From an optimization exercise on the open Yosys and OpenROAD flow, aimed at small area; shortcuts taken in it are not production practice. The RTL was checked by simulation tests, not by an equivalence proof against the original design. Power figures rest on the tool's default switching activity, not on a simulated workload.

## v6
// rms_power_monitor_overload_trip_unit
module rms_power_monitor_overload_trip_unit (
    input  logic        clk,
    input  logic        rst_n,
    input  logic        cfg_we,
    input  logic [2:0]  cfg_index,
    input  logic [24:0] cfg_wdata,
    input  logic        s_tvalid,
    output logic        s_tready,
    input  logic [15:0] s_tdata,
    input  logic [1:0]  s_tuser,
    output logic        m_tvalid,
    input  logic        m_tready,
    output logic [47:0] m_tdata,
    output logic        m_tuser
);
Size in the first run: ~690 cells after synthesis, about 210 flip-flops, roughly 0.0086 mm^2 of cells after synthesis.
export LEC_CHECK = 0
export CAP_MARGIN = 20
export CORE_MARGIN = 2
export CORE_UTILIZATION = 40
export SLEW_MARGIN = 20
create_clock -name core_clock -period 10.0 [get_ports {clk}]
standard.sh (not shown) runs the stock make flow with config.mk's settings and CLKGATE_MAP_FILE= SYNTH_SCRIPT=/design/flow/synth_recipe.tcl, a recipe that flattens the netlist after the stock synthesis.
==> flow/flow/run.sh <==
#!/bin/bash
# Layout flow: the standard ORFS flow (standard.sh), with three changes
# to how the layout is made:
#  - synthesis: the same Yosys script, but with no adder extraction pass, and
#    ABC maps the logic with each of the area scripts flow/area*.abc (no
#    delay target), keeping the smallest result; flip-flops are mapped before
#    ABC, so they are the standard synthesis's (same names, count and types);
#  - port buffers are buf_1 cells;
#  - clock tree without dummy loads, with fewer, larger leaf buffers.
# Every tool writes its log under orfs/logs/ here; make's output goes to
# flow.log.
set -euo pipefail
here=$PWD
export AREA_ABC_SCRIPTS="$(ls $here/flow/area*.abc | tr '\n' ' ')"
export BUFFER_PORTS_ARGS="-buffer_cell sky130_fd_sc_hd__buf_1"
export CTS_ARGS="-sink_clustering_enable -repair_clock_nets -dont_use_dummy_load -buf_list sky130_fd_sc_hd__clkbuf_4 -sink_clustering_size 10 -sink_clustering_max_diameter 50"
sed -e "s#SYNTH_SCRIPT=[^ ]*#SYNTH_SCRIPT=$here/flow/synth_area.tcl ADDER_MAP_FILE=#" standard.sh > flow_standard.sh
grep -q "synth_area.tcl ADDER_MAP_FILE=" flow_standard.sh
bash flow_standard.sh > flow.log 2>&1
Other scripts of this flow, unchanged in this note and not shown: flow/flow/area1.abc, flow/flow/area2.abc, flow/flow/area3.abc, flow/flow/area4.abc, flow/flow/area5.abc, flow/flow/area7.abc, flow/flow/area9.abc, flow/flow/synth_area.tcl
Changes in v7 relative to v6:
-- flow/design.v --
<<< v6, line 108
    logic [43:0] lp;
    logic [40:0] oc;
    logic dl, cy, bw, a1, a2, cls, cmp, wbd, ssat;
    logic hi, lo, pend, zd1;
    logic dsub, ssub;
>>> v7, line 108
    logic [43:0] lp;
    logic [40:0] oc;
    logic dl, cy, bw, a1, cls, cmp, ssat;
    logic hi, lo, pend, zd1;
    logic dsub, ssub;
<<< v6, line 170
    assign bout = (~aop & bop) | (~(aop ^ bop) & bw);
    assign hit  = win && (kk[3:0] == st[3:0]);
    assign addend = hit ? dv : (a2 & dl);
    assign w_zero = (wsm == 11'd0);
    assign w_big  = wsm[10] && (wsm[9:0] != 10'd0);
>>> v7, line 170
    assign bout = (~aop & bop) | (~(aop ^ bop) & bw);
    assign hit  = win && (kk[3:0] == st[3:0]);
    assign addend = hit ? dv : (zd1 & dl);
    assign w_zero = (wsm == 11'd0);
    assign w_big  = wsm[10] && (wsm[9:0] != 10'd0);
<<< v6, line 194
    assign ic_n  = lp0 & ic_e;
    assign bc_e  = (ph == 6'd34) ? 1'b0 : cmp;
    assign bc_n  = (~incb & wbd) | (~(incb ^ wbd) & bc_e);
    assign inc10 = ic_n;
    assign fbor  = (~inc10 & wb) | (~(inc10 ^ wb) & bc_n);
>>> v7, line 194
    assign ic_n  = lp0 & ic_e;
    assign bc_e  = (ph == 6'd34) ? 1'b0 : cmp;
    assign bc_n  = (~incb & a1) | (~(incb ^ a1) & bc_e);
    assign inc10 = ic_n;
    assign fbor  = (~inc10 & wb) | (~(inc10 ^ wb) & bc_n);
<<< v6, line 379
        lp  <= {lin, lp[43:1]};
        dl  <= (state == ST_MUL) ? dv : lp0;
        wbd <= wb;
        cy  <= fa_co;
        bw  <= c43 ? 1'b0 : (p_le32 ? bout : ic_n);
        a1  <= hit & dv;
        a2  <= c43 ? 1'b0 : (a2 | a1);
        zd1 <= (state == ST_POW) ? oc[16] : oc[0];
        if (state == ST_P0)
            cmp <= bc_n;
>>> v7, line 379
        lp  <= {lin, lp[43:1]};
        dl  <= (state == ST_MUL) ? dv : lp0;
        cy  <= fa_co;
        bw  <= c43 ? 1'b0 : (p_le32 ? bout : ic_n);
        a1  <= c43 ? 1'b0 : (p_le32 ? (hit & dv) : wb);
        zd1 <= c43 ? 1'b0 : ((state == ST_MUL) ? (zd1 | a1) :
                             ((state == ST_POW) ? oc[16] : oc[0]));
        if (state == ST_P0)
            cmp <= bc_n;
--- outcome ---
v7 closes out successfully: all stages finished, all timing, DRC and antenna checks passed. Diff v7..v6 | total placed instance area | negligible. Re share of total power in combinational logic: v6 was lower than v7. Between v6 and v7, the via count does not differ in any meaningful way. Compared v7 against v6; design area within noise. Comparing number of flip-flops and latches for v6 and v7, the bigger number came from v6.

[what the ideal ports hide]
In the flow no input, the clock included, has a driving cell. The finished layouts below were timed again as built, in two steps. Step 1 sets driving cells, clkbuf_16 on the clock port and buf_2 on the other inputs (assumed; they add their load-dependent delay and slew). Step 2 moves the port delays by t, midway between the first and last clock arrival at a register: inputs arrive t later, outputs are due t later. That takes back most of the time a late clock gives input paths. Three values: no drivers, after step 1, after step 2; two values: the first two.
| run | t (ns) | setup slack, ns | cell pins on the clock port's net |
|---|---|---|---|
| v6 | 0.667 | 4.797 / 4.797 / 4.489 | 1 |
| v7 | 0.651 | 4.917 / 4.917 / 4.845 | 1 |
After both steps setup and hold are still met in every run listed. The setup slack of v6, which loses most, moves by 0.000 ns with the drivers and by -0.308 ns with both steps.
